This is an optimization exercise on Yosys and OpenROAD, whose aim is small area, not a production implementation. Only simulation tests tie the RTL to the original design; equivalence was not proved. Power and IR drop assume default switching activity.

## flow/design.v (module list and top-level ports; edited modules follow where they fit)
// module coef_capture: 69 lines
// module cbq_lane_d17: 72 lines
// module cbq_lane_d18: 188 lines
// module cbq_lane_d21: 125 lines
// module cbq_lane_d24: 86 lines
// module cbq_lane_d26: 264 lines
// module cbq_lane_d47: 179 lines
// module cbq_lane_d56: 85 lines
// module cbq_lane_d66: 48 lines
// module cbq_lane_d99: 97 lines
// module round_output: 83 lines
// module cb_quant_top: 22 lines
module cb_quant_top (
    input  logic             clk,
    input  logic             rst,
    input  logic             enable,
    input  logic [64*11-1:0] coef_in,
    output logic [64*11-1:0] q_out,
    output logic             out_enable
);
  // ...
==> flow/run.sh <==
#!/bin/bash
# synth_recipe.tcl (not shown) runs the flow's synth.tcl, then flattens the netlist and writes it again
# the make line also repeats each setting of config.mk as NAME=value (left out here)
make -C /OpenROAD-flow-scripts/flow DESIGN_CONFIG=/design/flow/config.mk WORK_HOME=/design/flow/orfs CLKGATE_MAP_FILE= SYNTH_SCRIPT=/design/flow/synth_recipe.tcl finish
==> flow/config.mk <==
export PLATFORM = sky130hd
export DESIGN_NAME = cb_quant_top
export DESIGN_NICKNAME = cb_quant_top
export VERILOG_FILES = /design/flow/design.v
export SDC_FILE = /design/flow/constraint.sdc
export NUM_CORES = 4
export LEC_CHECK = 0
export CAP_MARGIN = 20
export CORE_MARGIN = 2
export CORE_UTILIZATION = 40
export SLEW_MARGIN = 20
==> flow/constraint.sdc <==
create_clock -name core_clock -period 5.0 [get_ports {clk}]
set_input_delay 1.0000 -clock core_clock [delete_from_list [all_inputs] [get_ports {clk}]]
set_output_delay 1.0000 -clock core_clock [all_outputs]
set_load 0.01 [all_outputs]
==> impl_metrics.env, run 1 <==
export IMPL_yosysTopAreaCellShare_pct=17.38
export IMPL_synth_compound_area_share_pct=20.95
export IMPL_synth_top_family_by_area="compound AO/OA/AOI/OAI gates"
export IMPL_yosysTopAreaCell="dfxtp_1"
export IMPL_synth_edf_count=0
export IMPL_synth_area_leaders="dfxtp_1 (17%), ha_1 (16%), buf_4 (7.0%)"
export IMPL_synth_avg_cell_area_um2=7.441
export IMPL_synth_fa_ha_area_share_pct=18.96
export IMPL_syn_nets=6467
export IMPL_synth_area_mm2=0.03917
export IMPL_first_error="[ERROR PPL-0024] Number of IO pins (1412) exceeds maximum number of available positions (1144). Increase the die perimeter from 1267.68um to 1920.32um."
export IMPL_syn_inst=5264
export IMPL_haltStage="I/O pin placement"
export IMPL_ys_flop_type="dfxtp_1"
export IMPL_yosys_mux_area_fraction_pct=6.760
export IMPL_async_flop_share_pct=0
export IMPL_fp_dieH_um=316.9
export IMPL_rows=114
export IMPL_synth_commonest_cells="nor2_1 (606), inv_1 (561), ha_1 (492)"
export IMPL_yosysMostFrequentCell="nor2_1"
export IMPL_synth_simple_area_share_pct=17.57
export IMPL_status="aborted with a tool error"
export IMPL_start_util_pct=40.44
export IMPL_synthXorXnorAreaFrac_pct=4.182
export IMPL_ys_types=92
export IMPL_ys_warn_count=1
export IMPL_ys_ff_latch=340
export IMPL_seq_area_frac_synth_pct=17.38
export IMPL_die_width_um=316.9
==> run 2, diff against run 1 <==
--- a/flow/config.mk
+++ b/flow/config.mk
@@ -6,6 +6,6 @@
 export NUM_CORES = 4
 export LEC_CHECK = 0
 export CAP_MARGIN = 20
-export CORE_MARGIN = 2
-export CORE_UTILIZATION = 40
+export CORE_AREA = 5 5 485 485
+export DIE_AREA = 0 0 490 490
 export SLEW_MARGIN = 20
==> impl_metrics.env, run 2 <==
export IMPL_power_density_mw_per_mm2=235.3
export IMPL_critPathKind="in2reg"
export IMPL_cts_buffers=52
export IMPL_hold_slack_ns=0.4623
export IMPL_crit_slowest_cell="fa_2"
export IMPL_setup_tns_ns=0
export IMPL_peakVddDrop_mv=0.2622
export IMPL_antenna_found_initial=74
export IMPL_numPortBuffers=1411
export IMPL_ys_flop_type="dfxtp_1"
export IMPL_placed_cell_area_mm2=0.05671
export IMPL_cts_tree="done"
export IMPL_leakagePower_nw=25.22
export IMPL_fillers=24860
export IMPL_syn_nets=6467
export IMPL_avgViaCountPerCell=4.457
export IMPL_tightest_slew_ns=0.9435
export IMPL_worst_setup_path_end_kind="register"
export IMPL_synth_area_mm2=0.03917
export IMPL_synth_commonest_cells="nor2_1 (606), inv_1 (561), ha_1 (492)"
export IMPL_yosysTopAreaCell="dfxtp_1"
export IMPL_drv_cap=0
export IMPL_boundaryPins=1412
export IMPL_slew_violations=0
export IMPL_finalWirelength_um=212700
export IMPL_critical_path_top_delay_family="adder cells"
export IMPL_syn_inst=5264
export IMPL_power_w=0.01381
export IMPL_fp_dieH_um=490
export IMPL_htreeDepth=2
export IMPL_clk_latency_ns=0.66
export IMPL_grt_overflow=0
export IMPL_startpoint_type="input pin"
export IMPL_dieArea_mm2=0.2401
export IMPL_period_needed_ns=4.776
export IMPL_crit_chain="dlymetal6s2s_1 -> a21oi_2 -> o22ai_1 -> a221oi_2 -> ha_2 -> nor2_1 -> fa_2 -> fa_2 -> buf_4 -> a21oi_1 -> a21oi_1 -> a311oi_2 -> o22ai_1 -> a211oi_1 -> ha_1 -> ha_1 -> ha_1 -> or2_2 -> fa_1 -> xor2_1 -> nor2_1 -> a21oi_1 -> nor2_1"
export IMPL_ys_types=92
export IMPL_grt_pass1_vias=42170
export IMPL_final_antenna_net_count=0
export IMPL_final_common_cell="clkdlybuf4s50_1"
export IMPL_start_util_pct=17.05
export IMPL_num_vias=43150
export IMPL_synth_avg_cell_area_um2=7.441
export IMPL_area_delta_synth_final_pct=49.86
export IMPL_async_flop_share_pct=0
export IMPL_layout_worst_path_cycle_share_pct=95.53
export IMPL_finClkSkew_ns=0
export IMPL_cts_root_buf="clkbuf_16"
export IMPL_ys_warn_count=1
export IMPL_max_clock_path_buffers=3
export IMPL_wire_per_inst_um=21.98
export IMPL_grt_pass1_wl_um=299600
export IMPL_rows=176
export IMPL_largest_reg_flops=339
export IMPL_ys_ff_latch=340
export IMPL_status="finished clean"
export IMPL_clock_sinks=340
export IMPL_finalNetCount=7782
export IMPL_drive_above_1_share_pct=9.107
export IMPL_gr_usage_all_layers_pct=16.68
export IMPL_worstPathRequired_ns=5.52
export IMPL_clkTransAtPathRegs_ns=0.06
export IMPL_max_stage_delay_ns=0.63
export IMPL_relSlewSlack_pct=37.10
export IMPL_place_congestion=0.9786
export IMPL_path_buf_inv=2
export IMPL_setup_viol=0
export IMPL_layout_common_cells="clkdlybuf4s50_1 (1403), nor2_1 (606), inv_1 (559), ha_1 (491), buf_4 (398)"
export IMPL_drt_first_pass_iters=8
export IMPL_post_cts_buffers=0
export IMPL_yosysTopAreaCellShare_pct=17.38
export IMPL_synth_area_leaders="dfxtp_1 (17%), ha_1 (16%), buf_4 (7.0%)"
export IMPL_drt_iter0_markers=2938
export IMPL_synth_edf_count=0
export IMPL_dp_hpwl_um=182700
export IMPL_yosysMostFrequentCell="nor2_1"
export IMPL_seq_area_frac_synth_pct=17.38
export IMPL_cp_data_arrival_time_ns=5.29
export IMPL_grt_max_degree=138
export IMPL_hp_class="reg2reg"
export IMPL_stdcell_area_mm2=0.05870
export IMPL_path_max_fanout=4
export IMPL_rsz0062_at_grt="no"
export IMPL_finalHoldViolations=0
export IMPL_drc=0
export IMPL_clock_fmax_ghz=0.2094
export IMPL_coreArea_mm2=0.2297
export IMPL_die_width_um=490
## run 2: cell counts after synthesis
Identical to the previous run, type by type.
## run 2: cell type report
cell class                      count  area, µm²  share of cell area (%)
Multi-Input combinational cell   3809      26830                   45.72
Timing Repair Buffer             1813      17220                   29.33
Sequential cell                   340       6807                   11.60
Tap cell                         3026       3786                   6.451
Inverter                          563       2116                   3.605
Clock buffer                       64       1458                   2.483
Clock inverter                     32      392.9                  0.6694
Antenna cell                       34      85.08                  0.1450
## run 2: worst paths after layout
check	start	to	slack, ns	cells past startpoint
setup / recovery	coef_in[107]	i_round_output.q_reg[58]$_SDFFE_PP0P_	0.22	23
hold / removal	i_round_output.q_reg[17]$_SDFFE_PP0P_	i_round_output.q_reg[17]$_SDFFE_PP0P_	0.46	2
setup reg to reg	i_round_output.q_reg[26]$_SDFFE_PP0P_	i_round_output.q_reg[26]$_SDFFE_PP0P_	3.81	2
hold reg to reg	i_round_output.q_reg[17]$_SDFFE_PP0P_	i_round_output.q_reg[17]$_SDFFE_PP0P_	0.46	2
## run 2: cell families (layout without fill, tap and decap cells)
logic type      Yosys count  in the layout  synth area share, %
flops                   340            340                17.38
other cells               0             34                    0
buf+inv                1115           2472                14.21
compound gates         1245           1245                20.95
xor+xnor                187            187                4.182
fa+ha+maj               615            615                18.96
mux                     264            264                6.760
simple gates           1498           1498                17.57
## run 2: per-layer routing
| layer | track usage [%] | part of all wire, % |
|---|---|---|
| met1 | 19.49 | 41 |
| met2 | 27.69 | 46 |
| met3 | 6.169 | 9.6 |
| met4 | 6.441 | 4.0 |
| met5 | 0 | 0.12 |
## run 2: repair_timing
item,4_1_cts,5_1_grt
hold buffers,0,0
gates resized for setup,0,14
setup endpoints to repair,0,4
## run 2: worst min-delay path, delay by kind of cell (launching register included)
family,cells,cell delay [ns]
AOI/OAI and AO/OA,1,0.05
DFF,1,0.31
and+or+nand+nor,1,0.06
## run 2: power by group
part / switching, W / internal, W
Clock: 0.00165 / 0.00239
Combinational: 0.00332 / 0.00312
Sequential: 0.000296 / 0.00302
## run 2: metrics by stage
step	utilization, %	setup slack (ns)	cells
after floorplan	-	0.07337	5264
after global placement	24.69	-0.7709	9551
after detailed placement	24.69	-0.6709	9551
after CTS	25.50	0.08070	9647
after global routing	25.54	0.001437	9665
final	25.56	0.2235	9681

-- afterwards: timing with drivers on the ports --
In the flow no input, the clock included, has a driving cell. The finished layout below was timed again as built, in two steps. Step 1: set_driving_cell puts a clkbuf_16 on clk and a buf_2 on each other input, an assumption about the parent block. Step 2, shift: input delay + t, output delay - t, t = (earliest + latest rising clock arrival at the registers) / 2. This alone moves slack from input paths to output paths. a / b / c = ideal ports / drivers / drivers and shift; a / b = the first two.
run: run 2
t (ns): 0.736
setup WS [ns]: 0.224 / 0.268 / -0.468
worst register clock-pin slew, ns: 0.07 / 0.07
cell pins on the clock port's net: 1
With both steps, setup timing fails in run 2, where it was met with ideal ports. The setup slack of run 2 moves by +0.044 ns with the drivers and by -0.692 ns with both steps.
